What follows belongs to an exercise in optimizing a design on an open flow for a short achievable clock period and few clock cycles; a production flow would make more cautious choices. Function was checked by simulation only, so behaviour that the tests miss may differ from the original. Power figures rest on the tool's default switching activity, not on a simulated workload.

<file path="design/flow/flow/run.sh">
#!/bin/bash
set -euo pipefail
bash standard.sh SETUP_SLACK_MARGIN=6.3 finish > standard.log 2>&1
</file>
<file path="design/flow/standard.sh">
#!/bin/bash
# synth_recipe.tcl (not shown) runs the flow's synth.tcl, then flattens the netlist and writes it again
# the make line also repeats each setting of config.mk as NAME=value (left out here)
make -C /OpenROAD-flow-scripts/flow DESIGN_CONFIG=/design/flow/config.mk WORK_HOME=/design/flow/orfs CLKGATE_MAP_FILE= SYNTH_SCRIPT=/design/flow/synth_recipe.tcl "${@:-finish}"
</file>
<file path="design/flow/config.mk">
export PLATFORM = sky130hd
export DESIGN_NAME = rv_top
export DESIGN_NICKNAME = rv_top
export VERILOG_FILES = /design/flow/design.v
export SDC_FILE = /design/flow/constraint.sdc
export NUM_CORES = 4
export LEC_CHECK = 0
export ABC_CLOCK_PERIOD_IN_PS = 3000
export CAP_MARGIN = 35
export CORE_MARGIN = 2
export CORE_UTILIZATION = 30
export SETUP_SLACK_MARGIN = 5
export SLEW_MARGIN = 30
</file>
<file path="design/flow/constraint.sdc">
create_clock -name core_clock -period 10.0 [get_ports {clk}]
set_input_delay 2.0000 -clock core_clock [delete_from_list [all_inputs] [get_ports {clk}]]
set_output_delay 2.0000 -clock core_clock [all_outputs]
set_load 0.01 [all_outputs]
</file>
<file path="design/flow/design.v">
package rv_pkg;
    typedef logic [31:0] word_t;
    typedef logic [15:0] half_t;
    typedef logic [4:0] reg_idx_t;
    typedef logic [1:0] mem_size_t;
    localparam mem_size_t SIZE_BYTE = 2'd0;
    localparam mem_size_t SIZE_HALF = 2'd1;
    localparam mem_size_t SIZE_WORD = 2'd2;
    localparam logic [6:0] OP_LUI     = 7'b0110111;
    localparam logic [6:0] OP_AUIPC   = 7'b0010111;
    localparam logic [6:0] OP_JAL     = 7'b1101111;
    localparam logic [6:0] OP_JALR    = 7'b1100111;
    localparam logic [6:0] OP_BRANCH  = 7'b1100011;
    localparam logic [6:0] OP_LOAD    = 7'b0000011;
    localparam logic [6:0] OP_STORE   = 7'b0100011;
    localparam logic [6:0] OP_ALU_IMM = 7'b0010011;
    localparam logic [6:0] OP_ALU_REG = 7'b0110011;
    typedef enum logic [2:0] {
        fetch,
        exec,
        load_wait,
        store_wait,
        writeback_load
    } core_state_e;
    typedef enum logic [2:0] {
        idle,
        addr_lo,
        addr_hi,
        data_lo,
        addr_lo2,
        data_hi,
        done
    } bus_state_e;
endpackage
`timescale 1ns/10ps
import rv_pkg::*;
module rv_regfile (
    input  logic             clk,
    input  logic [31:0]      rs1_oh,
    input  logic [31:0]      rs2_oh,
    output rv_pkg::word_t    rs1_val,
    output rv_pkg::word_t    rs2_val,
    input  logic             rd_we,
    input  rv_pkg::reg_idx_t rd_idx,
    input  rv_pkg::word_t    rd_val
);
    logic [31:0] regs [1:31];
    always_ff @(posedge clk) begin
        if (rd_we && (rd_idx != '0)) begin
            regs[rd_idx] <= rd_val;
        end
    end
    always_comb begin
        rs1_val = '0;
        rs2_val = '0;
        for (int i = 1; i < 32; i++) begin
            rs1_val = rs1_val | ({32{rs1_oh[i]}} & regs[i]);
            rs2_val = rs2_val | ({32{rs2_oh[i]}} & regs[i]);
        end
    end
endmodule
`timescale 1ns/10ps
import rv_pkg::*;
module rv_alu (
    input  logic [31:0] alu_a,
    input  logic [31:0] alu_b,      
    input  logic [31:0] alu_bx,     
    input  logic        cin,        
    input  logic [7:0]  sel,        
    input  logic        sra,
    input  logic [2:0]  funct3,
    output logic [31:0] alu_result,
    output logic        take_branch
);
    logic [31:0] sum;
    logic [32:0] diff;
    logic        eq;
    logic        lt_u;
    logic        lt_s;
    logic [31:0] sh_l;
    logic [31:0] sh_r;
    logic [4:0]  shamt;
    assign shamt = alu_b[4:0];
    assign sum   = alu_a + alu_bx + {31'd0, cin};
    assign diff  = {1'b0, alu_a} - {1'b0, alu_b};
    assign eq    = (alu_a == alu_b);
    assign lt_u  = diff[32];
    assign lt_s  = (alu_a[31] ^ alu_b[31]) ? alu_a[31] : diff[32];
    assign sh_l  = alu_a << shamt;
    assign sh_r  = 32'($signed({sra & alu_a[31], alu_a}) >>> shamt);
    assign alu_result = ({32{sel[0]}} & sum) |
                        ({32{sel[1]}} & sh_l) |
                        ({32{sel[2]}} & {31'd0, lt_s}) |
                        ({32{sel[3]}} & {31'd0, lt_u}) |
                        ({32{sel[4]}} & (alu_a ^ alu_b)) |
                        ({32{sel[5]}} & sh_r) |
                        ({32{sel[6]}} & (alu_a | alu_b)) |
                        ({32{sel[7]}} & (alu_a & alu_b));
    always_comb begin
        case (funct3)
            3'b000:  take_branch = eq;
            3'b001:  take_branch = !eq;
            3'b100:  take_branch = lt_s;
            3'b101:  take_branch = !lt_s;
            3'b110:  take_branch = lt_u;
            3'b111:  take_branch = !lt_u;
            default: take_branch = 1'b0;
        endcase
    end
endmodule
`timescale 1ns/10ps
import rv_pkg::*;
module rv_bus_seq #(
    parameter logic [31:0] reset_pc = '0
) (
    input  logic        clk,
    input  logic        rst_n,
    output logic        ir_valid,
    output logic [31:0] ir,
    output logic [31:0] ir_pc,
    output logic        ir_pred,    
    output logic [8:0]  ir_pd,      
    output logic [31:0] rs1_oh,     
    output logic [31:0] rs2_oh,
    input  logic        ir_take,
    input  logic        redirect,
    input  logic        redirect_back,   
    input  logic [31:0] redirect_pc,
    input  logic        dreq,
    output logic        dreq_ready,
    input  logic        dreq_we,
    input  logic [1:0]  dreq_size,
    input  logic [31:0] dreq_addr,
    input  logic [31:0] dreq_wdata,
    output logic        ld_valid,
    output logic [31:0] ld_data,
    output logic [15:0] bus_out,
    input  logic [15:0] bus_in,
    output logic        le_lo,
    output logic        le_hi,
    output logic        oe_n,
    output logic        we_lo_n,
    output logic        we_hi_n,
    output logic        bus_dir
);
    localparam int NL = 32;    
    localparam int IW = 5;     
    localparam int WIN = 28;   
    logic [31:0] c_data [0:NL-1];
    logic [29-IW:0] c_tag [0:NL-1];
    logic [NL-1:0] c_val;
    logic [31:0] pc_f;         
    logic [31:0] fpc;          
    logic [4:0]  ahead;        
    logic        rd_if;
    logic        rd_ld;
    logic        rd_last;
    logic [31:0] rd_pc;
    logic [15:0] lo_tmp;
    logic [1:0]  rd_size;
    logic        fill;
    logic [31:0] fill_data;
    assign fill      = rd_if && rd_last;
    assign fill_data = {bus_in, lo_tmp};
    logic        hit_f;
    logic        hit_p;
    logic        in_win;
    logic [NL-1:0] pcf_oh;
    logic [NL-1:0] fpc_oh;
    logic [NL-1:0] eq_f;
    logic [NL-1:0] eq_p;
    logic [31:0]   c_rd;
    always_comb begin
        c_rd = '0;
        for (int i = 0; i < NL; i++) begin
            eq_f[i] = (c_tag[i] == pc_f[31:IW+2]);
            eq_p[i] = (c_tag[i] == fpc[31:IW+2]);
            c_rd    = c_rd | ({32{pcf_oh[i]}} & c_data[i]);
        end
    end
    assign hit_f  = |(pcf_oh & c_val & eq_f);
    assign hit_p  = |(fpc_oh & c_val & eq_p) ||
                    (fill && (rd_pc[31:2] == fpc[31:2]));
    assign in_win = (ahead < WIN);
    logic        dq_val;
    logic        dq_we;
    logic [1:0]  dq_size;
    logic [31:0] dq_addr;
    logic [31:0] dq_wdata;
    assign dreq_ready = !dq_val;
    logic        job_act;
    logic        job_if;
    logic        job_we;
    logic [1:0]  job_size;
    logic        job_second;
    logic [31:0] job_addr;
    logic [31:0] job_wdata;
    logic        hi_known;
    logic [14:0] hi_val;
    logic        lo_known;
    logic [15:0] lo_val;
    logic        kill_q;       
    logic        job_live;
    assign job_live = job_act && !(job_if && kill_q);
    logic [12:0] back_off;
    logic [11:0] back_dist;
    logic        keep;
    assign back_off  = 13'd0 - {ir[31], ir[7], ir[30:25], ir[11:8], 1'b0};
    assign back_dist = {1'b0, back_off[12:2]} + {7'd0, ahead} + 12'd1;
    assign keep      = redirect_back && (back_dist < WIN);
    logic        btb_val;
    logic [29:0] btb_pc;
    logic [31:0] btb_tgt;
    logic [4:0]  btb_off;
    logic        btb_hit;
    logic [5:0]  btb_ahead;
    assign btb_hit   = btb_val && (btb_pc == pc_f[31:2]);
    assign btb_ahead = {1'b0, ahead} + {1'b0, btb_off};
    logic [30:0] j_ha, d_ha, p_ha;
    logic        j_nhi, d_nhi, p_nhi;
    logic        j_nlo, d_nlo, p_nlo;
    assign j_ha  = {job_addr[31:2], job_addr[1] | job_second};
    assign d_ha  = dq_addr[31:1];
    assign p_ha  = {fpc[31:2], 1'b0};
    assign j_nhi = !(hi_known && (hi_val == j_ha[30:16]));
    assign d_nhi = !(hi_known && (hi_val == d_ha[30:16]));
    assign p_nhi = !(hi_known && (hi_val == p_ha[30:16]));
    assign j_nlo = !(lo_known && (lo_val == j_ha[15:0]));
    assign d_nlo = !(lo_known && (lo_val == d_ha[15:0]));
    assign p_nlo = !(lo_known && (lo_val == p_ha[15:0]));
    logic        take_dq;
    logic        take_x;
    logic        take_pf;
    logic        s_act;
    logic        s_if;
    logic        s_we;
    logic [1:0]  s_size;
    logic        s_second;
    logic [31:0] s_addr;
    logic [31:0] s_wdata;
    logic [30:0] s_ha;
    logic        need_hi;
    logic        need_lo;
    assign take_dq = !job_live && dq_val;
    assign take_x  = !job_live && !dq_val && dreq;
    assign take_pf = !job_live && !dq_val && !dreq && in_win && !hit_p;
    assign s_act   = job_live || dq_val || dreq || take_pf;
    always_comb begin
        if (job_live) begin
            s_if     = job_if;
            s_we     = job_we;
            s_size   = job_size;
            s_second = job_second;
            s_addr   = job_addr;
            s_wdata  = job_wdata;
            s_ha     = j_ha;
            need_hi  = j_nhi;
            need_lo  = j_nlo;
        end else if (dq_val) begin
            s_if     = 1'b0;
            s_we     = dq_we;
            s_size   = dq_size;
            s_second = 1'b0;
            s_addr   = dq_addr;
            s_wdata  = dq_wdata;
            s_ha     = d_ha;
            need_hi  = d_nhi;
            need_lo  = d_nlo;
        end else if (dreq) begin
            s_if     = 1'b0;
            s_we     = dreq_we;
            s_size   = dreq_size;
            s_second = 1'b0;
            s_addr   = dreq_addr;
            s_wdata  = dreq_wdata;
            s_ha     = dreq_addr[31:1];
            need_hi  = 1'b0;
            need_lo  = 1'b1;
        end else begin
            s_if     = 1'b1;
            s_we     = 1'b0;
            s_size   = 2'd2;
            s_second = 1'b0;
            s_addr   = fpc;
            s_wdata  = '0;
            s_ha     = p_ha;
            need_hi  = p_nhi;
            need_lo  = p_nlo;
        end
    end
    logic        s_word;
    logic        do_data;
    logic        s_done;
    assign s_word  = (s_size == 2'd2);
    assign do_data = s_act && !need_hi && !need_lo;
    assign s_done  = do_data && !(s_word && !s_second);
    logic [15:0] wr_data;
    always_comb begin
        if (s_size == 2'd0)
            wr_data = {s_wdata[7:0], s_wdata[7:0]};
        else if (s_second)
            wr_data = s_wdata[31:16];
        else
            wr_data = s_wdata[15:0];
    end
    always_ff @(posedge clk) begin
        if (!rst_n) begin
            le_lo    <= 1'b0;
            le_hi    <= 1'b0;
            oe_n     <= 1'b1;
            we_lo_n  <= 1'b1;
            we_hi_n  <= 1'b1;
            bus_dir  <= 1'b1;
            hi_known <= 1'b0;
            lo_known <= 1'b0;
            job_act  <= 1'b0;
            dq_val   <= 1'b0;
            rd_if    <= 1'b0;
            rd_ld    <= 1'b0;
            kill_q   <= 1'b0;
        end else begin
            kill_q  <= redirect && !keep;
            le_lo   <= 1'b0;
            le_hi   <= 1'b0;
            oe_n    <= 1'b1;
            we_lo_n <= 1'b1;
            we_hi_n <= 1'b1;
            bus_dir <= 1'b1;
            rd_if   <= 1'b0;
            rd_ld   <= 1'b0;
            if (s_act) begin
                if (need_hi) begin
                    le_hi    <= 1'b1;
                    bus_dir  <= 1'b0;
                    hi_known <= 1'b1;
                end else if (need_lo) begin
                    le_lo    <= 1'b1;
                    bus_dir  <= 1'b0;
                    lo_known <= 1'b1;
                end else if (s_we) begin
                    we_lo_n  <= !((s_size != 2'd0) || !s_addr[0]);
                    we_hi_n  <= !((s_size != 2'd0) || s_addr[0]);
                    bus_dir  <= 1'b0;
                end else begin
                    oe_n     <= 1'b0;
                    rd_if    <= s_if;
                    rd_ld    <= !s_if;
                end
            end
            if (take_dq) begin
                dq_val <= 1'b0;
            end
            if (dreq && !take_x) begin
                dq_val <= 1'b1;
            end
            job_act <= s_act && !s_done;
        end
    end
    always_ff @(posedge clk) begin
        if (need_hi) begin
            bus_out <= {1'b0, s_ha[30:16]};
            if (s_act) hi_val <= s_ha[30:16];
        end else if (need_lo) begin
            bus_out <= s_ha[15:0];
            if (s_act) lo_val <= s_ha[15:0];
        end else begin
            bus_out <= wr_data;
        end
        job_if     <= s_if;
        job_we     <= s_we;
        job_size   <= s_size;
        job_second <= s_second | (do_data && s_word);
        job_addr   <= s_addr;
        job_wdata  <= s_wdata;
        if (dreq) begin
            dq_we    <= dreq_we;
            dq_size  <= dreq_size;
            dq_addr  <= dreq_addr;
            dq_wdata <= dreq_wdata;
        end
        rd_last <= s_done;
        rd_pc   <= s_addr;
        rd_size <= s_size;
        if ((rd_if || rd_ld) && !rd_last) begin
            lo_tmp <= bus_in;
        end
    end
    assign ld_valid = rd_ld && rd_last;
    assign ld_data  = (rd_size == 2'd2) ? {bus_in, lo_tmp} : {16'd0, bus_in};
    logic        byp;
    logic        if_load;
    logic        f_adv;        
    logic        p_adv;        
    logic [31:0] ir_next;
    assign byp     = fill && (rd_pc[31:2] == pc_f[31:2]);
    assign if_load = !ir_valid || ir_take;
    assign f_adv   = if_load && (hit_f || byp);
    logic btb_take;
    assign btb_take = f_adv && btb_hit && (btb_ahead < WIN);
    assign p_adv   = take_pf || (hit_p && in_win) || (f_adv && (ahead == 5'd0));
    logic pcf_pending;
    logic recover;
    assign pcf_pending = (job_live && job_if && (job_addr[31:2] == pc_f[31:2])) ||
                         (rd_if && (rd_pc[31:2] == pc_f[31:2]));
    assign recover = !hit_f && !byp && !pcf_pending && (ahead != 5'd0);
    assign ir_next = hit_f ? c_rd : fill_data;
    logic [NL-1:0] rdr_oh;     
    logic [NL-1:0] btb_oh;
    assign rdr_oh = {{(NL-1){1'b0}}, 1'b1} << redirect_pc[IW+1:2];
    logic [4:0] ahead_up, ahead_dn, back_n, btb_n;
    assign ahead_up = ahead + 5'd1;
    assign ahead_dn = ahead - 5'd1;
    assign back_n   = back_dist[4:0];
    assign btb_n    = btb_ahead[4:0];
    always_ff @(posedge clk) begin
        if (fill) begin
            c_data[rd_pc[IW+1:2]] <= fill_data;
            c_tag[rd_pc[IW+1:2]]  <= rd_pc[31:IW+2];
        end
    end
    always_ff @(posedge clk) begin
        if (!rst_n) begin
            c_val    <= '0;
            pc_f     <= reset_pc;
            fpc      <= reset_pc;
            pcf_oh   <= {{(NL-1){1'b0}}, 1'b1} << reset_pc[IW+1:2];
            fpc_oh   <= {{(NL-1){1'b0}}, 1'b1} << reset_pc[IW+1:2];
            ahead    <= 5'd0;
            ir_valid <= 1'b0;
            btb_val  <= 1'b0;
        end else begin
            if (redirect_back && (back_off[12:7] == '0)) begin
                btb_val <= 1'b1;
                btb_pc  <= ir_pc[31:2];
                btb_tgt <= redirect_pc;
                btb_oh  <= rdr_oh;
                btb_off <= back_off[6:2];
            end
            if (fill) begin
                c_val[rd_pc[IW+1:2]] <= 1'b1;
            end
            if (redirect && keep) begin
                pc_f     <= redirect_pc;
                pcf_oh   <= rdr_oh;
                ir_valid <= 1'b0;
                if (p_adv) begin
                    fpc    <= fpc + 32'd4;
                    fpc_oh <= {fpc_oh[NL-2:0], fpc_oh[NL-1]};
                    ahead  <= back_n + 5'd1;
                end else begin
                    ahead  <= back_n;
                end
            end else if (redirect) begin
                pc_f     <= redirect_pc;
                fpc      <= redirect_pc;
                pcf_oh   <= rdr_oh;
                fpc_oh   <= rdr_oh;
                ahead    <= 5'd0;
                ir_valid <= 1'b0;
            end else if (recover) begin
                fpc      <= pc_f;
                fpc_oh   <= pcf_oh;
                ahead    <= 5'd0;
                if (if_load) begin
                    ir_valid <= 1'b0;
                end
            end else begin
                if (p_adv) begin
                    fpc    <= fpc + 32'd4;
                    fpc_oh <= {fpc_oh[NL-2:0], fpc_oh[NL-1]};
                end
                if (btb_take) begin
                    ahead <= p_adv ? btb_n + 5'd1 : btb_n;
                end else if (f_adv) begin
                    ahead <= p_adv ? ahead : ahead_dn;
                end else begin
                    ahead <= p_adv ? ahead_up : ahead;
                end
                if (if_load) begin
                    ir_valid <= hit_f || byp;
                end
                if (btb_take) begin
                    pc_f   <= btb_tgt;
                    pcf_oh <= btb_oh;
                end else if (f_adv) begin
                    pc_f   <= pc_f + 32'd4;
                    pcf_oh <= {pcf_oh[NL-2:0], pcf_oh[NL-1]};
                end
            end
        end
    end
    always_ff @(posedge clk) begin
        if (if_load && !redirect) begin
            ir      <= ir_next;
            ir_pc   <= pc_f;
            ir_pred <= btb_take;
            ir_pd   <= {ir_next[6:0] == 7'b0110111, ir_next[6:0] == 7'b0010111,
                        ir_next[6:0] == 7'b1101111, ir_next[6:0] == 7'b1100111,
                        ir_next[6:0] == 7'b1100011, ir_next[6:0] == 7'b0000011,
                        ir_next[6:0] == 7'b0100011, ir_next[6:0] == 7'b0010011,
                        ir_next[6:0] == 7'b0110011};
            for (int i = 0; i < 32; i++) begin
                rs1_oh[i] <= (i != 0) && (ir_next[19:15] == i);
                rs2_oh[i] <= (i != 0) && (ir_next[24:20] == i);
            end
        end
    end
endmodule
`timescale 1ns/10ps
import rv_pkg::*;
module rv_core_ctrl (
    input  logic        clk,
    input  logic        rst_n,
    input  logic        ir_valid,
    input  logic [31:0] ir,
    input  logic [31:0] ir_pc,
    input  logic        ir_pred,
    input  logic [8:0]  ir_pd,      
    output logic        ir_take,
    output logic        redirect,
    output logic        redirect_back,
    output logic [31:0] redirect_pc,
    output logic        dreq,
    input  logic        dreq_ready,
    output logic        dreq_we,
    output logic [1:0]  dreq_size,
    output logic [31:0] dreq_addr,
    output logic [31:0] dreq_wdata,
    input  logic        ld_valid,
    input  logic [31:0] ld_data,
    output logic [4:0]  rs1_idx,
    output logic [4:0]  rs2_idx,
    input  logic [31:0] rs1_val,
    input  logic [31:0] rs2_val,
    output logic [31:0] alu_a,
    output logic [31:0] alu_b,
    output logic [31:0] alu_bx,
    output logic        alu_cin,
    output logic [7:0]  alu_sel,
    output logic        alu_sra,
    output logic [2:0]  funct3,
    input  logic [31:0] alu_result,
    input  logic        take_branch,
    output logic        rd_we,
    output logic [4:0]  rd_idx,
    output logic [31:0] rd_val
);
    logic        d_lui, d_auipc, d_jal, d_jalr, d_branch;
    logic        d_load, d_store, d_alu_imm, d_alu_reg;
    logic [31:0] d_i_imm, d_s_imm, d_b_imm, d_u_imm, d_j_imm;
    logic [31:0] d_a, d_b;
    logic [31:0] d_tgt;
    logic [31:0] d_link;
    logic        d_pred;
    logic        d_wr;
    assign {d_lui, d_auipc, d_jal, d_jalr, d_branch,
            d_load, d_store, d_alu_imm, d_alu_reg} = ir_pd;
    assign d_i_imm = {{21{ir[31]}}, ir[30:20]};
    assign d_s_imm = {{21{ir[31]}}, ir[30:25], ir[11:7]};
    assign d_b_imm = {{20{ir[31]}}, ir[7], ir[30:25], ir[11:8], 1'b0};
    assign d_u_imm = {ir[31:12], 12'h000};
    assign d_j_imm = {{12{ir[31]}}, ir[19:12], ir[20], ir[30:21], 1'b0};
    assign rs1_idx = ir[19:15];
    assign rs2_idx = ir[24:20];
    logic [31:0] d_tgt_j;
    logic [31:0] d_tgt_u;
    assign d_tgt   = ir_pc + d_b_imm;
    assign d_tgt_j = ir_pc + d_j_imm;
    assign d_tgt_u = ir_pc + d_u_imm;
    assign d_link = ir_pc + 32'd4;
    assign d_pred = d_jal || (d_branch && ir[31]);
    assign d_wr   = (ir[11:7] != 5'd0) &&
                    (d_lui || d_auipc || d_jal || d_jalr || d_load || d_alu_imm || d_alu_reg);
    logic        ex_valid;
    logic        ex_alu;
    logic        ex_branch;
    logic        ex_jalr;
    logic        ex_load;
    logic        ex_store;
    logic        ex_pred;
    logic        ex_wr;
    logic [4:0]  ex_rd;
    logic [2:0]  ex_f3;
    logic        ex_sra;
    logic        ex_cin;
    logic [7:0]  ex_sel;
    logic        ex_sel_pre;
    logic [31:0] ex_bx;
    logic [31:0] ex_a;
    logic [31:0] ex_b;
    logic [31:0] ex_s;        
    logic [31:0] ex_imm;      
    logic [31:0] ex_pre;      
    logic [31:0] ex_tgt;      
    logic        ld_wait;
    logic        ld_a0;
    logic [31:0] ex_res;
    logic        ex_fwd;
    assign ex_fwd = ex_valid && ex_wr;
    assign d_a = (ex_fwd && ex_rd == ir[19:15]) ? ex_res : rs1_val;
    assign d_b = (ex_fwd && ex_rd == ir[24:20]) ? ex_res : rs2_val;
    logic [31:0] agu;
    logic        ex_done;
    logic        ex_redirect;
    logic [31:0] ex_redirect_pc;
    logic        ld_sign;
    logic [31:0] ld_ext;
    assign alu_a   = ex_a;
    assign alu_b   = ex_b;
    assign alu_bx  = ex_bx;
    assign alu_cin = ex_cin;
    assign alu_sel = ex_sel;
    assign alu_sra = ex_sra;
    assign funct3  = ex_f3;
    assign agu = ex_a + ex_imm;
    assign dreq       = ex_valid && (ex_store || (ex_load && !ld_wait)) && dreq_ready;
    assign dreq_we    = ex_store;
    assign dreq_size  = ex_f3[1:0];
    assign dreq_addr  = agu;
    assign dreq_wdata = ex_s;
    always_comb begin
        if (ex_load)
            ex_done = ld_wait && ld_valid;
        else if (ex_store)
            ex_done = dreq_ready;
        else
            ex_done = 1'b1;
    end
    always_comb begin
        ld_sign = !ex_f3[2] && (ex_f3[1:0] == 2'd0 ? (ld_a0 ? ld_data[15] : ld_data[7]) : ld_data[15]);
        case (ex_f3[1:0])
            2'd0:    ld_ext = {{24{ld_sign}}, ld_a0 ? ld_data[15:8] : ld_data[7:0]};
            2'd1:    ld_ext = {{16{ld_sign}}, ld_data[15:0]};
            default: ld_ext = ld_data;
        endcase
    end
    assign ex_res = ({32{ex_load}} & ld_ext) | ({32{ex_sel_pre}} & ex_pre) | alu_result;
    assign rd_we  = ex_valid && ex_wr && ex_done;
    assign rd_idx = ex_rd;
    assign rd_val = ex_res;
    assign ex_redirect = ex_valid && (ex_jalr || (ex_branch && (take_branch != ex_pred)));
    assign ex_redirect_pc = ex_jalr ? {agu[31:1], 1'b0} : take_branch ? ex_tgt : ex_pre;
    logic ex_free;
    logic        exr_q;
    logic [31:0] exr_pc_q;
    assign ex_free = !ex_valid || ex_done;
    assign ir_take = ir_valid && ex_free && !exr_q;
    logic d_redirect;
    logic d_undo;
    assign d_undo        = ir_pred && !(d_branch && ir[31]);
    assign d_redirect    = ir_take && ((d_pred && !ir_pred) || d_undo);
    assign redirect      = exr_q || d_redirect;
    assign redirect_pc   = exr_q ? exr_pc_q : d_undo ? d_link : d_jal ? d_tgt_j : d_tgt;
    assign redirect_back = ir_take && d_branch && ir[31] && !ir_pred;
    always_ff @(posedge clk) begin
        if (!rst_n) begin
            ex_valid <= 1'b0;
            ld_wait  <= 1'b0;
            exr_q    <= 1'b0;
        end else begin
            exr_q <= ex_redirect;
            if (ex_free) begin
                ex_valid <= ir_take && !ex_redirect;
            end
            if (ex_valid && ex_load) begin
                if (!ld_wait) begin
                    ld_wait <= dreq_ready;
                end else if (ld_valid) begin
                    ld_wait <= 1'b0;
                end
            end
        end
    end
    always_ff @(posedge clk) begin
        if (ex_free) begin
            ex_alu   <= d_alu_imm || d_alu_reg;
            ex_branch<= d_branch;
            ex_jalr  <= d_jalr;
            ex_load  <= d_load;
            ex_store <= d_store;
            ex_pred  <= d_pred;
            ex_wr    <= d_wr;
            ex_rd    <= ir[11:7];
            ex_f3    <= ir[14:12];
            ex_sra   <= ir[30];
            ex_cin   <= d_alu_reg && ir[30] && (ir[14:12] == 3'b000);
            ex_bx    <= (d_alu_reg && ir[30] && (ir[14:12] == 3'b000)) ? ~d_b :
                        d_alu_reg ? d_b : d_i_imm;
            for (int i = 0; i < 8; i++) begin
                ex_sel[i] <= (d_alu_imm || d_alu_reg) && (ir[14:12] == i);
            end
            ex_sel_pre <= d_lui || d_auipc || d_jal || d_jalr;
            ex_a     <= d_a;
            ex_b     <= (d_alu_reg || d_branch) ? d_b : d_i_imm;
            ex_s     <= d_b;
            ex_imm   <= d_store ? d_s_imm : d_i_imm;
            ex_pre   <= d_lui ? d_u_imm : d_auipc ? d_tgt_u : d_link;
            ex_tgt   <= d_tgt;
        end
        if (dreq) begin
            ld_a0 <= agu[0];
        end
        exr_pc_q <= ex_redirect_pc;
    end
endmodule
`timescale 1ns/10ps
import rv_pkg::*;
module rv_top #(
    parameter rv_pkg::word_t reset_pc = '0
) (
    input  logic          clk,
    input  logic          rst_n,
    output rv_pkg::half_t bus_out,
    input  rv_pkg::half_t bus_in,
    output logic          le_lo,
    output logic          le_hi,
    output logic          oe_n,
    output logic          we_lo_n,
    output logic          we_hi_n,
    output logic          bus_dir
);
    logic        ir_valid;
    logic [31:0] ir;
    logic [31:0] ir_pc;
    logic        ir_pred;
    logic [8:0]  ir_pd;
    logic        ir_take;
    logic        redirect;
    logic        redirect_back;
    logic [31:0] redirect_pc;
    logic        dreq;
    logic        dreq_ready;
    logic        dreq_we;
    logic [1:0]  dreq_size;
    logic [31:0] dreq_addr;
    logic [31:0] dreq_wdata;
    logic        ld_valid;
    logic [31:0] ld_data;
    logic [4:0]  rs1_idx;
    logic [4:0]  rs2_idx;
    logic [31:0] rs1_oh;
    logic [31:0] rs2_oh;
    logic [31:0] rs1_val;
    logic [31:0] rs2_val;
    logic [31:0] alu_a;
    logic [31:0] alu_b;
    logic [31:0] alu_bx;
    logic        alu_cin;
    logic [7:0]  alu_sel;
    logic        alu_sra;
    logic [2:0]  funct3;
    logic [31:0] alu_result;
    logic        take_branch;
    logic        rd_we;
    logic [4:0]  rd_idx;
    logic [31:0] rd_val;
    rv_bus_seq #(
        .reset_pc(reset_pc)
    ) u_bus (
        .clk(clk), .rst_n(rst_n),
        .ir_valid(ir_valid), .ir(ir), .ir_pc(ir_pc), .ir_pred(ir_pred), .ir_pd(ir_pd), .ir_take(ir_take),
        .rs1_oh(rs1_oh), .rs2_oh(rs2_oh),
        .redirect(redirect), .redirect_back(redirect_back), .redirect_pc(redirect_pc),
        .dreq(dreq), .dreq_ready(dreq_ready), .dreq_we(dreq_we), .dreq_size(dreq_size),
        .dreq_addr(dreq_addr), .dreq_wdata(dreq_wdata),
        .ld_valid(ld_valid), .ld_data(ld_data),
        .bus_out(bus_out), .bus_in(bus_in), .le_lo(le_lo), .le_hi(le_hi),
        .oe_n(oe_n), .we_lo_n(we_lo_n), .we_hi_n(we_hi_n), .bus_dir(bus_dir)
    );
    rv_core_ctrl u_ctrl (
        .clk(clk), .rst_n(rst_n),
        .ir_valid(ir_valid), .ir(ir), .ir_pc(ir_pc), .ir_pred(ir_pred), .ir_pd(ir_pd), .ir_take(ir_take),
        .redirect(redirect), .redirect_back(redirect_back), .redirect_pc(redirect_pc),
        .dreq(dreq), .dreq_ready(dreq_ready), .dreq_we(dreq_we), .dreq_size(dreq_size),
        .dreq_addr(dreq_addr), .dreq_wdata(dreq_wdata),
        .ld_valid(ld_valid), .ld_data(ld_data),
        .rs1_idx(rs1_idx), .rs2_idx(rs2_idx), .rs1_val(rs1_val), .rs2_val(rs2_val),
        .alu_a(alu_a), .alu_b(alu_b), .alu_bx(alu_bx), .alu_cin(alu_cin),
        .alu_sel(alu_sel), .alu_sra(alu_sra), .funct3(funct3),
        .alu_result(alu_result), .take_branch(take_branch),
        .rd_we(rd_we), .rd_idx(rd_idx), .rd_val(rd_val)
    );
    rv_regfile u_regfile (
        .clk(clk),
        .rs1_oh(rs1_oh), .rs2_oh(rs2_oh), .rs1_val(rs1_val), .rs2_val(rs2_val),
        .rd_we(rd_we), .rd_idx(rd_idx), .rd_val(rd_val)
    );
    rv_alu u_alu (
        .alu_a(alu_a), .alu_b(alu_b), .alu_bx(alu_bx), .cin(alu_cin),
        .sel(alu_sel), .sra(alu_sra), .funct3(funct3),
        .alu_result(alu_result), .take_branch(take_branch)
    );
endmodule
</file>
==> out/metrics.csv, run 1 <==
metric,value,unit
Hold Path Class,register to register,
Initial Utilization,0.300,
Multi-input gate area,66200,sq um
most frequent cells in the layout,"3,417 x edfxtp_1, 1,256 x xor2_1, 859 x buf_4, 731 x xnor2_1, 681 x a22oi_1",
Root Driver,clkbuf_16,
crit path capture,u_bus.ahead[4],
GR Util All Layers,0.265,
total power,34.2,mW
Max IR drop VDD,0.170,mV
"Setup violations, final",0,
"Seq/Total Area, Yosys",0.624,
flop2flop setup slack,5.66,ns
DR vias,140000,
"most common cell after layout, fill and taps aside",edfxtp_1,
"Cell Area, Synth",173000,sq um
Die X,764,um
global-route wire length before repair,1080000,um
fillcell total,54300,
Largest register FFs,1024,
Final Max Slew Viols,0,
Clock Skew,0.144,ns
final wirelength,830000,um
Layout Nets,14400,
Post-Synth Simple-Gate Area,0.0817,
initial drt markers,27700,
Sink Count,3687,
fin crit share,0.434,
storage element area,108000,sq um
Worst Path Arrival,5.28,ns
RR Startpoint,u_bus.pc_f[22],
"EDFF count, synth",3417,
top post-synthesis cells by area,"edfxtp_1 59%, xor2_1 6.4%, xnor2_1 3.8%",
status,finished clean,
"Reg clk slew, reported paths",0.07,ns
via/cell ratio,6.29,
setup TNS,0,ns
mux cell area share after synthesis,0.0202,
final count of hold timing violations,0,
Relative slew margins,0.234,
CP Capture Type,register,
largest family of logic cells by synthesized area,compound AO/OA/AOI/OAI gates,
area added between synthesis and finish,23.1,%
vias in the first global route,126000,
H-tree depth,5,
Clock Path Buffers,4,
flip-flop and latch count after synthesis,3687,
RSZ-0062 raised after global routing,true,
fmax,230,MHz
P_sw,8.43,mW
Reg2Reg Depth,23,
Leak,74.0,nW
Synth Area in Adders,0.0180,
Comb power frac,0.080,
Worst Path Required,10.94,ns
hpwl dp,453000,um
Clock Latency Late Sink,1.10,ns
CP startpoint,u_bus.pc_f[22],
min Tclk post-route,4.34,ns
row count,279,
crit path kind,register to register,
"Cell Area, Placed",185000,sq um
synthesized netlist net count,13400,
pin count of the biggest net entering global routing,84,
# DRC,0,
PwrDens,161,nW/um^2
syn avg cell area,13.2,sq um
Net Sw Frac,0.246,
PortBufs,39,
initial antenna violation count,65,
CTS buffer count,377,
drt pass-1 iters,10,
top cell type's share of synthesized area,0.592,
Worst Tran Pin Value,1.15,ns
Die Area,583000,sq um
RD Place Congestion,0.966,
Synth Area in Compound Gates,0.126,
"Max FO, Critical Path",13,
Util after Layout,0.370,
IO Pins,40,
"Async S/R FF share, synth",0,
core area,576000,sq um
prevailing post-synth register cell,edfxtp_1,
post-route cell area,213000,sq um
Clock Power Share,0.426,
Routed WL per cell,37.4,um
cell count after synthesis,13200,
layout cells sized above 1,0.206,
Sequential Power Share,0.494,
Die Y,764,um
"Distinct cells, synth",102,
"Warnings, synthesis",4,
largest area contributor in the synthesized netlist,edfxtp_1,
max cap viols,0,
reg2reg end,u_bus.ahead[4],
remaining antenna violation count,0,
total global routing overflow,0,
startpoint types,register,
CTS tree,done,
Post-Synth XOR/XNOR Area,0.102,
P_int,25.8,mW
[metrics by stage]
step,hold slack (ns),setup slack [ns],instances
after floorplan,0.403,5.38,13200
after global placement,0.426,3.12,20500
after detailed placement,0.430,3.57,20600
after CTS,0.436,5.78,21800
after global routing,0.452,5.54,22200
final,0.437,5.66,22200
[repair_timing]
item | CTS | global route
gates cloned | 58 | 49
buffers inserted | 478 | 285
hold buffers | 0 | 0
gates resized for setup | 868 | 701
endpoints found under the setup margin | 3818 | 1126
pin swaps | 165 | 284
[cells in the mapped netlist (all sizes together), types with 115 or more instances]
library cell	n
nor4	377
a221oi	400
xor2	1272
edfxtp	3417
buf	378
and3	115
nand4	449
ha	235
mux2i	191
inv	236
nor2	673
a22o	381
clkbuf	484
o21ai	352
a22oi	690
nor3	142
nand3	259
dfxtp	270
a21oi	514
xnor2	750
nand2	581
[how the worst min path moves through the flow]
stage               cells after the start  slack (ns)       startpoint            endpoint
finish                                  0        0.44  u_ctrl.ex_s[11]  u_bus.dq_wdata[11]
global route                            0        0.45   u_ctrl.ex_s[9]   u_bus.dq_wdata[9]
CTS                                     0        0.44  u_ctrl.ex_s[11]  u_bus.dq_wdata[11]
detailed placement                      0        0.43  u_ctrl.ex_s[11]  u_bus.dq_wdata[11]
global placement                        0        0.43   u_bus.ir_pd[5]      u_ctrl.ex_jalr
floorplan                               0        0.40   u_bus.pc_f[12]     u_bus.ir_pc[12]
[critical path, stage by stage, from the launching register on]
cell and delay (ns):
dfxtp_4 0.44, buf_8 0.21, buf_12 0.17, xor2_1 0.19, nor4_1 0.08, nand3_1 0.11, o22ai_2 0.15, nor4_4 0.29
buf_4 0.20, nand4_1 0.12, buf_6 0.19, o31ai_4 0.32, buf_12 0.16, inv_8 0.06, fa_2 0.35, a21o_1 0.18
a21oi_2 0.16, xnor2_2 0.13, nand2_1 0.06, mux2_2 0.27, nand3_1 0.08, o22ai_1 0.09, mux2i_1 0.13, nor2_1 0.05
[power by group through the flow]
stage | clock network [mW] | registers, mW | logic (mW)
CTS | 14.6 | 16.9 | 2.25
floorplan | 0 | 17.2 | 0.994
detailed placement | 0 | 17.3 | 1.82
global route | 15.2 | 16.9 | 2.77
global placement | 0 | 17.3 | 1.80
finish | 14.6 | 16.9 | 2.73
[cell families (layout without fill, tap and decap cells)]
kind of cell,count (synthesis),in the layout
XOR/XNOR,2022,2022
buffers and inverters,1102,2340
flip-flops,3687,3687
other,0,51
AO/OA/AOI/OAI,3005,3016
AND/OR/NAND/NOR,2820,2842
adder cells (fa/ha/maj),244,244
multiplexers,287,287
[final cells by class]
type,count,share of cell area
Antenna cell,51,0.000599
Clock buffer,475,0.0470
Clock inverter,218,0.0116
Inverter,240,0.00453
Multi-Input combinational cell,8411,0.310
Sequential cell,3687,0.508
Tap cell,7727,0.0453
Timing Repair Buffer,1399,0.0726
Timing Repair inverter,8,0.000282
[per-layer routing]
layer,global-route usage,share of wire,vias up
li1,-,-,53100
met2,0.390,0.41,13700
met5,0.00279,0.00087,-
met3,0.0937,0.15,3717
met4,0.173,0.090,34
met1,0.329,0.34,69200
Testbench counts, summed over its fixed seeds: cycles 121,878.
==> run 2: changes to the inputs <==
--- a/design/flow/design.v
+++ b/design/flow/design.v
@@ -81,11 +81,14 @@
     logic [31:0] sh_r;
     logic [4:0]  shamt;
     assign shamt = alu_b[4:0];
-    assign sum   = alu_a + alu_bx + {31'd0, cin};
-    assign diff  = {1'b0, alu_a} - {1'b0, alu_b};
+    logic        sum_co;
+    logic        geu;
+    rv_add32 u_sum (.a(alu_a), .b(alu_bx), .cin(cin), .s(sum), .cout(sum_co));
+    rv_add32 u_cmp (.a(alu_a), .b(~alu_b), .cin(1'b1), .s(diff[31:0]), .cout(geu));
+    assign diff[32] = !geu;
     assign eq    = (alu_a == alu_b);
-    assign lt_u  = diff[32];
-    assign lt_s  = (alu_a[31] ^ alu_b[31]) ? alu_a[31] : diff[32];
+    assign lt_u  = !geu;
+    assign lt_s  = (alu_a[31] ^ alu_b[31]) ? alu_a[31] : !geu;
     assign sh_l  = alu_a << shamt;
     assign sh_r  = 32'($signed({sra & alu_a[31], alu_a}) >>> shamt);
     assign alu_result = ({32{sel[0]}} & sum) |
@@ -108,6 +111,36 @@
         endcase
     end
 endmodule
+module rv_add32 (
+    input  logic [31:0] a,
+    input  logic [31:0] b,
+    input  logic        cin,
+    output logic [31:0] s,
+    output logic        cout
+);
+    logic [31:0]      p0;
+    logic [5:0][31:0] g;
+    logic [5:0][31:0] p;
+    always_comb begin
+        p0   = a ^ b;
+        g[0] = a & b;
+        p[0] = p0;
+        g[0][0] = (a[0] & b[0]) | (p0[0] & cin);
+        for (int l = 0; l < 5; l++) begin
+            for (int i = 0; i < 32; i++) begin
+                if (i >= (1 << l)) begin
+                    g[l+1][i] = g[l][i] | (p[l][i] & g[l][i - (1 << l)]);
+                    p[l+1][i] = p[l][i] & p[l][i - (1 << l)];
+                end else begin
+                    g[l+1][i] = g[l][i];
+                    p[l+1][i] = p[l][i];
+                end
+            end
+        end
+        s    = p0 ^ {g[5][30:0], cin};
+        cout = g[5][31];
+    end
+endmodule
 `timescale 1ns/10ps
 import rv_pkg::*;
 module rv_bus_seq #(
@@ -126,7 +159,9 @@
     input  logic        redirect,
     input  logic        redirect_back,   
     input  logic [31:0] redirect_pc,
+    input  logic [31:0] back_tgt,        
     input  logic        dreq,
+    input  logic        ld_cancel,       
     output logic        dreq_ready,
     input  logic        dreq_we,
     input  logic [1:0]  dreq_size,
@@ -151,7 +186,7 @@
     logic [NL-1:0] c_val;
     logic [31:0] pc_f;         
     logic [31:0] fpc;          
-    logic [4:0]  ahead;        
+    logic [31:0] aoh;          
     logic        rd_if;
     logic        rd_ld;
     logic        rd_last;
@@ -181,7 +216,7 @@
     assign hit_f  = |(pcf_oh & c_val & eq_f);
     assign hit_p  = |(fpc_oh & c_val & eq_p) ||
                     (fill && (rd_pc[31:2] == fpc[31:2]));
-    assign in_win = (ahead < WIN);
+    assign in_win = |aoh[WIN-1:0];
     logic        dq_val;
     logic        dq_we;
     logic [1:0]  dq_size;
@@ -201,21 +236,27 @@
     logic [15:0] lo_val;
     logic        kill_q;       
     logic        job_live;
-    assign job_live = job_act && !(job_if && kill_q);
+    assign job_live = job_act && !(job_if && kill_q) &&
+                      !(ld_cancel && !job_if && !job_we);
+    logic dq_live;
+    assign dq_live = dq_val && !(ld_cancel && !dq_we);
     logic [12:0] back_off;
-    logic [11:0] back_dist;
+    logic [63:0] back_sh;
     logic        keep;
+    logic [5:0] ir_bdist;
+    logic       ir_bfar;
     assign back_off  = 13'd0 - {ir[31], ir[7], ir[30:25], ir[11:8], 1'b0};
-    assign back_dist = {1'b0, back_off[12:2]} + {7'd0, ahead} + 12'd1;
-    assign keep      = redirect_back && (back_dist < WIN);
+    assign back_sh   = {32'd0, aoh} << ir_bdist;
+    assign keep      = redirect_back && !ir_bfar && (|back_sh[WIN-1:0]);
     logic        btb_val;
     logic [29:0] btb_pc;
     logic [31:0] btb_tgt;
     logic [4:0]  btb_off;
     logic        btb_hit;
-    logic [5:0]  btb_ahead;
+    logic [63:0] btb_sh;
+    logic [31:0] btb_fit;      
     assign btb_hit   = btb_val && (btb_pc == pc_f[31:2]);
-    assign btb_ahead = {1'b0, ahead} + {1'b0, btb_off};
+    assign btb_sh    = {32'd0, aoh} << btb_off;
     logic [30:0] j_ha, d_ha, p_ha;
     logic        j_nhi, d_nhi, p_nhi;
     logic        j_nlo, d_nlo, p_nlo;
@@ -241,10 +282,10 @@
     logic [30:0] s_ha;
     logic        need_hi;
     logic        need_lo;
-    assign take_dq = !job_live && dq_val;
-    assign take_x  = !job_live && !dq_val && dreq;
-    assign take_pf = !job_live && !dq_val && !dreq && in_win && !hit_p;
-    assign s_act   = job_live || dq_val || dreq || take_pf;
+    assign take_dq = !job_live && dq_live;
+    assign take_x  = !job_live && !dq_live && dreq;
+    assign take_pf = !job_live && !dq_live && !dreq && in_win && !hit_p;
+    assign s_act   = job_live || dq_live || dreq || take_pf;
     always_comb begin
         if (job_live) begin
             s_if     = job_if;
@@ -256,7 +297,7 @@
             s_ha     = j_ha;
             need_hi  = j_nhi;
             need_lo  = j_nlo;
-        end else if (dq_val) begin
+        end else if (dq_live) begin
             s_if     = 1'b0;
             s_we     = dq_we;
             s_size   = dq_size;
@@ -347,7 +388,7 @@
                     rd_ld    <= !s_if;
                 end
             end
-            if (take_dq) begin
+            if (take_dq || (dq_val && !dq_live)) begin
                 dq_val <= 1'b0;
             end
             if (dreq && !take_x) begin
@@ -396,22 +437,46 @@
     assign if_load = !ir_valid || ir_take;
     assign f_adv   = if_load && (hit_f || byp);
     logic btb_take;
-    assign btb_take = f_adv && btb_hit && (btb_ahead < WIN);
-    assign p_adv   = take_pf || (hit_p && in_win) || (f_adv && (ahead == 5'd0));
+    assign btb_take = f_adv && btb_hit && (|(aoh & btb_fit));
+    assign p_adv   = take_pf || (hit_p && in_win);
     logic pcf_pending;
     logic recover;
     assign pcf_pending = (job_live && job_if && (job_addr[31:2] == pc_f[31:2])) ||
                          (rd_if && (rd_pc[31:2] == pc_f[31:2]));
-    assign recover = !hit_f && !byp && !pcf_pending && (ahead != 5'd0);
-    assign ir_next = hit_f ? c_rd : fill_data;
+    assign recover = !hit_f && !byp && !pcf_pending && !aoh[0];
+    assign ir_next = byp ? fill_data : c_rd;
+    function automatic logic [8:0] predecode(input logic [6:0] op);
+        predecode = {op == 7'b0110111, op == 7'b0010111, op == 7'b1101111,
+                     op == 7'b1100111, op == 7'b1100011, op == 7'b0000011,
+                     op == 7'b0100011, op == 7'b0010011, op == 7'b0110011};
+    endfunction
+    function automatic logic [31:0] reg_oh(input logic [4:0] r);
+        reg_oh = ({{31{1'b0}}, 1'b1} << r) & 32'hffff_fffe;
+    endfunction
+    logic [8:0]  pd_c, pd_b;
+    logic [31:0] s1_c, s1_b, s2_c, s2_b;
+    assign pd_c = predecode(c_rd[6:0]);
+    assign pd_b = predecode(fill_data[6:0]);
+    assign s1_c = reg_oh(c_rd[19:15]);
+    assign s1_b = reg_oh(fill_data[19:15]);
+    assign s2_c = reg_oh(c_rd[24:20]);
+    assign s2_b = reg_oh(fill_data[24:20]);
+    function automatic logic [6:0] bdist(input logic [31:0] ins);
+        logic [12:0] off;
+        off   = 13'd0 - {ins[31], ins[7], ins[30:25], ins[11:8], 1'b0};
+        bdist = {off[12:7] != '0, 1'b0, off[6:2]} + 7'd1;
+    endfunction
+    logic [6:0] bd_c, bd_b;
+    assign bd_c = bdist(c_rd);
+    assign bd_b = bdist(fill_data);
     logic [NL-1:0] rdr_oh;     
     logic [NL-1:0] btb_oh;
     assign rdr_oh = {{(NL-1){1'b0}}, 1'b1} << redirect_pc[IW+1:2];
-    logic [4:0] ahead_up, ahead_dn, back_n, btb_n;
-    assign ahead_up = ahead + 5'd1;
-    assign ahead_dn = ahead - 5'd1;
-    assign back_n   = back_dist[4:0];
-    assign btb_n    = btb_ahead[4:0];
+    logic [31:0] ahead_up, ahead_dn, back_n, btb_n;
+    assign ahead_up = {aoh[30:0], 1'b0};
+    assign ahead_dn = {1'b0, aoh[31:1]};
+    assign back_n   = back_sh[31:0];
+    assign btb_n    = btb_sh[31:0];
     always_ff @(posedge clk) begin
         if (fill) begin
             c_data[rd_pc[IW+1:2]] <= fill_data;
@@ -425,16 +490,19 @@
             fpc      <= reset_pc;
             pcf_oh   <= {{(NL-1){1'b0}}, 1'b1} << reset_pc[IW+1:2];
             fpc_oh   <= {{(NL-1){1'b0}}, 1'b1} << reset_pc[IW+1:2];
-            ahead    <= 5'd0;
+            aoh      <= 32'd1;
             ir_valid <= 1'b0;
             btb_val  <= 1'b0;
         end else begin
-            if (redirect_back && (back_off[12:7] == '0)) begin
+            if (redirect_back && !ir_bfar) begin
                 btb_val <= 1'b1;
                 btb_pc  <= ir_pc[31:2];
-                btb_tgt <= redirect_pc;
-                btb_oh  <= rdr_oh;
+                btb_tgt <= back_tgt;
+                btb_oh  <= {{(NL-1){1'b0}}, 1'b1} << back_tgt[IW+1:2];
                 btb_off <= back_off[6:2];
+                for (int i = 0; i < 32; i++) begin
+                    btb_fit[i] <= (i + ir_bdist <= WIN);
+                end
             end
             if (fill) begin
                 c_val[rd_pc[IW+1:2]] <= 1'b1;
@@ -446,21 +514,21 @@
                 if (p_adv) begin
                     fpc    <= fpc + 32'd4;
                     fpc_oh <= {fpc_oh[NL-2:0], fpc_oh[NL-1]};
-                    ahead  <= back_n + 5'd1;
+                    aoh    <= {back_n[30:0], 1'b0};
                 end else begin
-                    ahead  <= back_n;
+                    aoh    <= back_n;
                 end
             end else if (redirect) begin
                 pc_f     <= redirect_pc;
                 fpc      <= redirect_pc;
                 pcf_oh   <= rdr_oh;
                 fpc_oh   <= rdr_oh;
-                ahead    <= 5'd0;
+                aoh      <= 32'd1;
                 ir_valid <= 1'b0;
             end else if (recover) begin
                 fpc      <= pc_f;
                 fpc_oh   <= pcf_oh;
-                ahead    <= 5'd0;
+                aoh      <= 32'd1;
                 if (if_load) begin
                     ir_valid <= 1'b0;
                 end
@@ -470,11 +538,11 @@
                     fpc_oh <= {fpc_oh[NL-2:0], fpc_oh[NL-1]};
                 end
                 if (btb_take) begin
-                    ahead <= p_adv ? btb_n + 5'd1 : btb_n;
+                    aoh <= p_adv ? {btb_n[30:0], 1'b0} : btb_n;
                 end else if (f_adv) begin
-                    ahead <= p_adv ? ahead : ahead_dn;
+                    aoh <= p_adv ? aoh : ahead_dn;
                 end else begin
-                    ahead <= p_adv ? ahead_up : ahead;
+                    aoh <= p_adv ? ahead_up : aoh;
                 end
                 if (if_load) begin
                     ir_valid <= hit_f || byp;
@@ -494,15 +562,10 @@
             ir      <= ir_next;
             ir_pc   <= pc_f;
             ir_pred <= btb_take;
-            ir_pd   <= {ir_next[6:0] == 7'b0110111, ir_next[6:0] == 7'b0010111,
-                        ir_next[6:0] == 7'b1101111, ir_next[6:0] == 7'b1100111,
-                        ir_next[6:0] == 7'b1100011, ir_next[6:0] == 7'b0000011,
-                        ir_next[6:0] == 7'b0100011, ir_next[6:0] == 7'b0010011,
-                        ir_next[6:0] == 7'b0110011};
-            for (int i = 0; i < 32; i++) begin
-                rs1_oh[i] <= (i != 0) && (ir_next[19:15] == i);
-                rs2_oh[i] <= (i != 0) && (ir_next[24:20] == i);
-            end
+            ir_pd   <= byp ? pd_b : pd_c;
+            rs1_oh  <= byp ? s1_b : s1_c;
+            rs2_oh  <= byp ? s2_b : s2_c;
+            {ir_bfar, ir_bdist} <= byp ? bd_b : bd_c;
         end
     end
 endmodule
@@ -520,7 +583,9 @@
     output logic        redirect,
     output logic        redirect_back,
     output logic [31:0] redirect_pc,
+    output logic [31:0] back_tgt,
     output logic        dreq,
+    output logic        ld_cancel,
     input  logic        dreq_ready,
     output logic        dreq_we,
     output logic [1:0]  dreq_size,
@@ -612,26 +677,73 @@
     assign alu_sel = ex_sel;
     assign alu_sra = ex_sra;
     assign funct3  = ex_f3;
-    assign agu = ex_a + ex_imm;
+    logic agu_co;
+    rv_add32 u_agu (.a(ex_a), .b(ex_imm), .cin(1'b0), .s(agu), .cout(agu_co));
     assign dreq       = ex_valid && (ex_store || (ex_load && !ld_wait)) && dreq_ready;
     assign dreq_we    = ex_store;
     assign dreq_size  = ex_f3[1:0];
     assign dreq_addr  = agu;
     assign dreq_wdata = ex_s;
+    localparam int DN = 8;
+    logic [31:0] dc_data [0:DN-1];
+    logic [26:0] dc_tag  [0:DN-1];
+    logic [3:0]  dc_bv   [0:DN-1];
+    logic [2:0]  dc_idx;
+    logic [3:0]  dc_need;
+    logic        dc_hit;
+    logic [31:0] dc_word;
+    logic        dc_hit_q;
+    logic [31:0] dc_raw_q;    
+    logic        ld_first;    
+    logic [31:0] ld_addr;
+    logic [31:0] ld_src;
+    assign dc_idx  = agu[4:2];
+    assign dc_word = dc_data[dc_idx];
+    always_comb begin
+        case (ex_f3[1:0])
+            2'd0:    dc_need = 4'b0001 << agu[1:0];
+            2'd1:    dc_need = 4'b0011 << {agu[1], 1'b0};
+            default: dc_need = 4'b1111;
+        endcase
+    end
+    logic        dcw_q;
+    logic [31:0] dcw_addr_q;
+    logic [3:0]  dcw_mask_q;
+    logic [31:0] dcw_data_q;
+    logic [5:0]    lo_sum;
+    logic [DN-1:0] dc_eq;
+    logic [DN-1:0] dc_sel;
+    assign lo_sum = {1'b0, ex_a[4:0]} + {1'b0, ex_imm[4:0]};
+    assign dc_sel = {{(DN-1){1'b0}}, 1'b1} << dc_idx;
+    for (genvar e = 0; e < DN; e++) begin : g_dc_cmp
+        logic [31:5] k;
+        logic [31:5] cy;
+        logic [31:5] bit_ok;
+        assign k     = dc_tag[e];
+        assign cy[5] = lo_sum[5];
+        for (genvar j = 6; j < 32; j++) begin : g_cy
+            assign cy[j] = (ex_a[j-1] & ex_imm[j-1]) | ((ex_a[j-1] | ex_imm[j-1]) & !k[j-1]);
+        end
+        assign bit_ok   = ~(ex_a[31:5] ^ ex_imm[31:5] ^ cy ^ k);
+        assign dc_eq[e] = (&bit_ok) && ((dc_bv[e] & dc_need) == dc_need);
+    end
+    assign dc_hit = |(dc_sel & dc_eq) && !(dcw_q && (dcw_addr_q[4:2] == dc_idx));
+    assign ld_cancel = ld_wait && ld_first && dc_hit_q;
+    assign ld_src    = ld_cancel ? dc_raw_q : ld_data;
     always_comb begin
         if (ex_load)
-            ex_done = ld_wait && ld_valid;
+            ex_done = ld_wait && (ld_valid || (ld_first && dc_hit_q));
         else if (ex_store)
             ex_done = dreq_ready;
         else
             ex_done = 1'b1;
     end
     always_comb begin
-        ld_sign = !ex_f3[2] && (ex_f3[1:0] == 2'd0 ? (ld_a0 ? ld_data[15] : ld_data[7]) : ld_data[15]);
+        ld_sign = !ex_f3[2] && (ex_f3[1:0] == 2'd0 ? (ld_a0 ? ld_src[15] : ld_src[7]) : ld_src[15]);
         case (ex_f3[1:0])
-            2'd0:    ld_ext = {{24{ld_sign}}, ld_a0 ? ld_data[15:8] : ld_data[7:0]};
-            2'd1:    ld_ext = {{16{ld_sign}}, ld_data[15:0]};
-            default: ld_ext = ld_data;
+            2'd0:    ld_ext = {{24{ld_sign}}, ld_a0 ? ld_src[15:8] : ld_src[7:0]};
+            2'd1:    ld_ext = {{16{ld_sign}}, ld_src[15:0]};
+            default: ld_ext = ld_src;
         endcase
     end
     assign ex_res = ({32{ex_load}} & ld_ext) | ({32{ex_sel_pre}} & ex_pre) | alu_result;
@@ -651,22 +763,78 @@
     assign d_redirect    = ir_take && ((d_pred && !ir_pred) || d_undo);
     assign redirect      = exr_q || d_redirect;
     assign redirect_pc   = exr_q ? exr_pc_q : d_undo ? d_link : d_jal ? d_tgt_j : d_tgt;
+    assign back_tgt      = d_tgt;
     assign redirect_back = ir_take && d_branch && ir[31] && !ir_pred;
+    logic        dcw;         
+    logic [31:0] dcw_addr;
+    logic [3:0]  dcw_mask;
+    logic [31:0] dcw_data;
+    logic [2:0]  dcw_idx;
+    logic        dcw_same;
+    always_comb begin
+        if (dreq && ex_store) begin
+            dcw      = 1'b1;
+            dcw_addr = agu;
+            case (ex_f3[1:0])
+                2'd0:    begin dcw_mask = 4'b0001 << agu[1:0];          dcw_data = {4{ex_s[7:0]}};  end
+                2'd1:    begin dcw_mask = 4'b0011 << {agu[1], 1'b0};    dcw_data = {2{ex_s[15:0]}}; end
+                default: begin dcw_mask = 4'b1111;                      dcw_data = ex_s;            end
+            endcase
+        end else begin
+            dcw      = ex_valid && ex_load && ld_wait && ld_valid;
+            dcw_addr = ld_addr;
+            if (ex_f3[1:0] == 2'd2) begin
+                dcw_mask = 4'b1111;
+                dcw_data = ld_data;
+            end else begin
+                dcw_mask = ld_addr[1] ? 4'b1100 : 4'b0011;
+                dcw_data = {2{ld_data[15:0]}};
+            end
+        end
+    end
+    assign dcw_idx  = dcw_addr_q[4:2];
+    assign dcw_same = (dc_tag[dcw_idx] == dcw_addr_q[31:5]);
+    always_ff @(posedge clk) begin
+        dcw_addr_q <= dcw_addr;
+        dcw_mask_q <= dcw_mask;
+        dcw_data_q <= dcw_data;
+        if (dcw_q) begin
+            dc_tag[dcw_idx] <= dcw_addr_q[31:5];
+            for (int b = 0; b < 4; b++) begin
+                if (dcw_mask_q[b]) begin
+                    dc_data[dcw_idx][8*b +: 8] <= dcw_data_q[8*b +: 8];
+                end
+            end
+        end
+    end
     always_ff @(posedge clk) begin
         if (!rst_n) begin
             ex_valid <= 1'b0;
             ld_wait  <= 1'b0;
+            ld_first <= 1'b0;
+            dcw_q    <= 1'b0;
+            for (int i = 0; i < DN; i++) begin
+                dc_bv[i] <= 4'b0000;
+            end
             exr_q    <= 1'b0;
         end else begin
             exr_q <= ex_redirect;
+            dcw_q <= dcw;
+            if (dcw_q) begin
+                dc_bv[dcw_idx] <= dcw_mask_q | (dcw_same ? dc_bv[dcw_idx] : 4'b0000);
+            end
             if (ex_free) begin
                 ex_valid <= ir_take && !ex_redirect;
             end
             if (ex_valid && ex_load) begin
                 if (!ld_wait) begin
-                    ld_wait <= dreq_ready;
-                end else if (ld_valid) begin
-                    ld_wait <= 1'b0;
+                    ld_wait  <= dreq_ready;
+                    ld_first <= dreq_ready;
+                end else if (ld_valid || (ld_first && dc_hit_q)) begin
+                    ld_wait  <= 1'b0;
+                    ld_first <= 1'b0;
+                end else begin
+                    ld_first <= 1'b0;
                 end
             end
         end
@@ -698,7 +866,11 @@
             ex_tgt   <= d_tgt;
         end
         if (dreq) begin
-            ld_a0 <= agu[0];
+            ld_a0    <= agu[0];
+            ld_addr  <= agu;
+            dc_hit_q <= dc_hit;
+            dc_raw_q <= (ex_f3[1:0] == 2'd2) ? dc_word :
+                        {16'd0, agu[1] ? dc_word[31:16] : dc_word[15:0]};
         end
         exr_pc_q <= ex_redirect_pc;
     end
@@ -728,7 +900,9 @@
     logic        redirect;
     logic        redirect_back;
     logic [31:0] redirect_pc;
+    logic [31:0] back_tgt;
     logic        dreq;
+    logic        ld_cancel;
     logic        dreq_ready;
     logic        dreq_we;
     logic [1:0]  dreq_size;
@@ -760,8 +934,8 @@
         .clk(clk), .rst_n(rst_n),
         .ir_valid(ir_valid), .ir(ir), .ir_pc(ir_pc), .ir_pred(ir_pred), .ir_pd(ir_pd), .ir_take(ir_take),
         .rs1_oh(rs1_oh), .rs2_oh(rs2_oh),
-        .redirect(redirect), .redirect_back(redirect_back), .redirect_pc(redirect_pc),
-        .dreq(dreq), .dreq_ready(dreq_ready), .dreq_we(dreq_we), .dreq_size(dreq_size),
+        .redirect(redirect), .redirect_back(redirect_back), .redirect_pc(redirect_pc), .back_tgt(back_tgt),
+        .dreq(dreq), .ld_cancel(ld_cancel), .dreq_ready(dreq_ready), .dreq_we(dreq_we), .dreq_size(dreq_size),
         .dreq_addr(dreq_addr), .dreq_wdata(dreq_wdata),
         .ld_valid(ld_valid), .ld_data(ld_data),
         .bus_out(bus_out), .bus_in(bus_in), .le_lo(le_lo), .le_hi(le_hi),
@@ -770,8 +944,8 @@
     rv_core_ctrl u_ctrl (
         .clk(clk), .rst_n(rst_n),
         .ir_valid(ir_valid), .ir(ir), .ir_pc(ir_pc), .ir_pred(ir_pred), .ir_pd(ir_pd), .ir_take(ir_take),
-        .redirect(redirect), .redirect_back(redirect_back), .redirect_pc(redirect_pc),
-        .dreq(dreq), .dreq_ready(dreq_ready), .dreq_we(dreq_we), .dreq_size(dreq_size),
+        .redirect(redirect), .redirect_back(redirect_back), .redirect_pc(redirect_pc), .back_tgt(back_tgt),
+        .dreq(dreq), .ld_cancel(ld_cancel), .dreq_ready(dreq_ready), .dreq_we(dreq_we), .dreq_size(dreq_size),
         .dreq_addr(dreq_addr), .dreq_wdata(dreq_wdata),
         .ld_valid(ld_valid), .ld_data(ld_data),
         .rs1_idx(rs1_idx), .rs2_idx(rs2_idx), .rs1_val(rs1_val), .rs2_val(rs2_val),
==> out/metrics.csv, run 2 <==
metric,value,unit,change
status,finished clean,,unchanged
Sequential Power Share,0.515,,was 0.494
top post-synthesis cells by area,"edfxtp_1 56%, xnor2_1 5.4%, xor2_1 4.7%",,"was edfxtp_1 59%, xor2_1 6.4%, xnor2_1 3.8%"
vias in the first global route,161000,,"was 126,000"
Layout Nets,18300,,"was 14,400"
Worst Path Arrival,5.14,ns,was 5.28 ns
crit path kind,register to register,,unchanged
cell count after synthesis,17100,,"was 13,200"
# DRC,0,,unchanged
most common cell in the netlist,edfxtp_1,,unchanged
Initial Utilization,0.301,,was 0.300
Die X,850,um,was 764 um
flip-flop and latch count after synthesis,4358,,"was 3,687"
PwrDens,147,nW/um^2,was 161 nW/um^2
Sink Count,4358,,"was 3,687"
total global routing overflow,0,,unchanged
CP Capture Type,register,,unchanged
IO Pins,40,,unchanged
"Cell Area, Placed",228000,sq um,"was 185,000 sq um"
CTS buffer count,453,,was 377
"Async S/R FF share, synth",0,,unchanged
Clock Latency Late Sink,1.14,ns,was 1.10 ns
fmax,237,MHz,was 230 MHz
initial antenna violation count,75,,was 65
Multi-input gate area,87800,sq um,"was 66,200 sq um"
GR Util All Layers,0.265,,about the same
storage element area,127000,sq um,"was 108,000 sq um"
pin count of the biggest net entering global routing,123,,was 84
prevailing post-synth register cell,edfxtp_1,,unchanged
"most common cell after layout, fill and taps aside",edfxtp_1,,unchanged
fin cells,27900,,"was 22,200"
Net Sw Frac,0.219,,was 0.246
Fin Hold WS,0.469,ns,was 0.437 ns
RSZ-0062 raised after global routing,true,,unchanged
post-route cell area,261000,sq um,"was 213,000 sq um"
Util after Layout,0.367,,was 0.370
CTS tree,done,,unchanged
Clock Skew,0.147,ns,was 0.144 ns
Clock Power Share,0.460,,was 0.426
P_sw,8.45,mW,was 8.43 mW
setup TNS,0,ns,unchanged
Comb power frac,0.025,,was 0.080
Worst Path Required,10.92,ns,was 10.94 ns
syn avg cell area,12.5,sq um,was 13.2 sq um
core area,713000,sq um,"was 576,000 sq um"
Largest register FFs,1024,,unchanged
max cap viols,0,,unchanged
H-tree depth,5,,unchanged
Final Max Slew Viols,0,,unchanged
layout cells sized above 1,0.193,,was 0.206
Clock Path Buffers,4,,unchanged
row count,310,,was 279
Worst Tran Pin Value,1.14,ns,was 1.15 ns
most frequent cells in the layout,"3,993 x edfxtp_1, 1,306 x nor2_1, 1,294 x xnor2_1, 1,121 x xor2_1, 912 x buf_4",,"was 3,417 x edfxtp_1, 1,256 x xor2_1, 859 x buf_4, 731 x xnor2_1, 681 x a22oi_1"
"Cell Area, Synth",215000,sq um,"was 173,000 sq um"
largest area contributor in the synthesized netlist,edfxtp_1,,unchanged
fillcell total,67900,,"was 54,300"
"Setup violations, final",0,,unchanged
Final WS setup,5.78,ns,was 5.66 ns
top cell type's share of synthesized area,0.558,,was 0.592
via/cell ratio,6.34,,was 6.29
Routed WL per cell,36.7,um,was 37.4 um
final count of hold timing violations,0,,unchanged
Die Area,723000,sq um,"was 583,000 sq um"
hpwl dp,590000,um,"was 453,000 um"
total power,38.5,mW,was 34.2 mW
"Seq/Total Area, Yosys",0.592,,was 0.624
Relative slew margins,0.243,,was 0.234
drt pass-1 iters,13,,was 10
remaining antenna violation count,0,,unchanged
fin crit share,0.422,,was 0.434
min Tclk post-route,4.22,ns,was 4.34 ns
area added between synthesis and finish,21.7,%,was 23.1%
commonest cells in the netlist,"3,993 x edfxtp_1, 1,423 x nor2_1, 1,326 x xnor2_1, 1,162 x xor2_1, 719 x a22oi_1",,"was 3,417 x edfxtp_1, 1,272 x xor2_1, 750 x xnor2_1, 690 x a22oi_1, 670 x nor2_1"
"Max FO, Critical Path",9,,was 13
final wirelength,1030000,um,"was 830,000 um"
initial drt markers,35300,,"was 27,700"
PortBufs,39,,unchanged
Place WS,3.21,ns,was 3.57 ns
Leak,88.6,nW,was 74.0 nW
Hold Path Class,register to register,,unchanged
"EDFF count, synth",3993,,"was 3,417"
"Warnings, synthesis",5,,was 4
synthesized netlist net count,17400,,"was 13,400"
"Reg clk slew, reported paths",0.07,ns,about the same
"Distinct cells, synth",99,,was 102
RD Place Congestion,1.02,,was 0.966
Placed Instances,26100,,"was 20,600"
DR vias,177000,,"was 140,000"
P_int,30.1,mW,was 25.8 mW
startpoint types,register,,unchanged
Max IR drop VDD,0.175,mV,was 0.170 mV
global-route wire length before repair,1350000,um,"was 1,080,000 um"
Die Y,850,um,was 764 um
Root Driver,clkbuf_16,,unchanged
==> run 2: worst paths after layout <==
kind         slack, ns  cells after the start                    end             startpoint
max               5.78                     15           u_bus.aoh[2]          u_bus.fpc[13]
min               0.47                      0  u_ctrl.dc_data[3][14]  u_ctrl.dcw_data_q[14]
max reg2reg       5.78                     15           u_bus.aoh[2]          u_bus.fpc[13]
min reg2reg       0.47                      0  u_ctrl.dc_data[3][14]  u_ctrl.dcw_data_q[14]
==> run 2: power by group through the flow <==
stage | sequential, mW | clock, mW | combinational (mW)
3_5_place_dp | 20.2 | 0 | 0.725
4_1_cts | 19.8 | 17.7 | 0.854
2_1_floorplan | 20.2 | 0 | 0.376
3_3_place_gp | 20.2 | 0 | 0.711
6_report | 19.8 | 17.7 | 0.954
5_1_grt | 19.8 | 18.4 | 0.951
==> run 2: cell families after synthesis <==
family	after synthesis	share of synthesized area
AOI/OAI and AO/OA	3685	0.123
xor gates and xnor gates	2488	0.101
adders and majority gates	271	0.0160
buffers and inverters	1451	0.0294
DFF	4358	0.592
muxes	664	0.0415
and+or+nand+nor	4220	0.0963
==> run 2: worst max-delay path: stages, from the launching register on <==
cell       delay (ns)
dfxtp_4          0.48
buf_12           0.24
buf_4            0.23
xor2_1           0.22
nor4_1           0.09
nand4_1          0.26
o22a_1           0.27
nand4_1          0.10
or4_4            0.66
o21ai_4          0.26
clkbuf_16        0.25
buf_8            0.14
mux2i_1          0.18
o22ai_1          0.09
o211ai_1         0.39
a311oi_1         0.15
==> run 2: cell type report <==
cell class / instances / share of cell area
diodes: 44 / 0.000421
well taps: 9516 / 0.0455
inverters: 279 / 0.00468
clock inverters: 262 / 0.0119
repair inverters: 16 / 0.000459
multi-input cells: 11400 / 0.336
repair buffers: 1519 / 0.0674
flip-flops and latches: 4358 / 0.488
clock buffers: 574 / 0.0464
==> run 2: timing repair <==
action,4_1_cts,5_1_grt
setup endpoints to repair,2827,1122
buffers inserted,501,300
pin swaps,210,290
hold buffers,0,0
cloned,94,36
gates resized for setup,1214,678
==> run 2: per-layer routing <==
layer	track usage	part of all wire	vias to the layer above
met5	0.00630	0.0014	-
met4	0.182	0.091	62
met3	0.0981	0.16	4732
met2	0.379	0.40	17300
met1	0.331	0.34	87100
li1	-	-	67800
Testbench counts of run 2, summed over its fixed seeds: cycles 118,300.

-- re-timing with driven ports --
How much do the figures lean on ideal ports? The routed layouts below were timed once more, with nothing changed but the port constraints.
Step 1 (the two cells are an assumption about what drives the block):
set clk [get_ports {clk}]
set_driving_cell -lib_cell sky130_fd_sc_hd__clkbuf_16 $clk
set_driving_cell -lib_cell sky130_fd_sc_hd__buf_2 [delete_from_list [all_inputs] $clk]
Step 2 also shifts input and output timing later by t, the mid clock arrival at the registers, as if the neighbouring blocks saw the same clock.
a / b / c = no drivers / after step 1 / after step 2; a / b = the first two.
| run | shift t [ns] | setup WS [ns] | latest minus earliest clock arrival (ns) | worst slew at a driven data input, ns |
|---|---|---|---|---|
| run 1 | 1.161 | 5.658 / 5.658 / 4.916 | 0.146 / 0.146 | 0.27 |
| run 2 | 1.195 | 5.777 / 5.777 / 5.072 | 0.148 / 0.148 | 0.24 |
After both steps setup and hold are still met in every run listed. The setup slack of run 1, which loses most, moves by 0.000 ns with the drivers and by -0.742 ns with both steps.
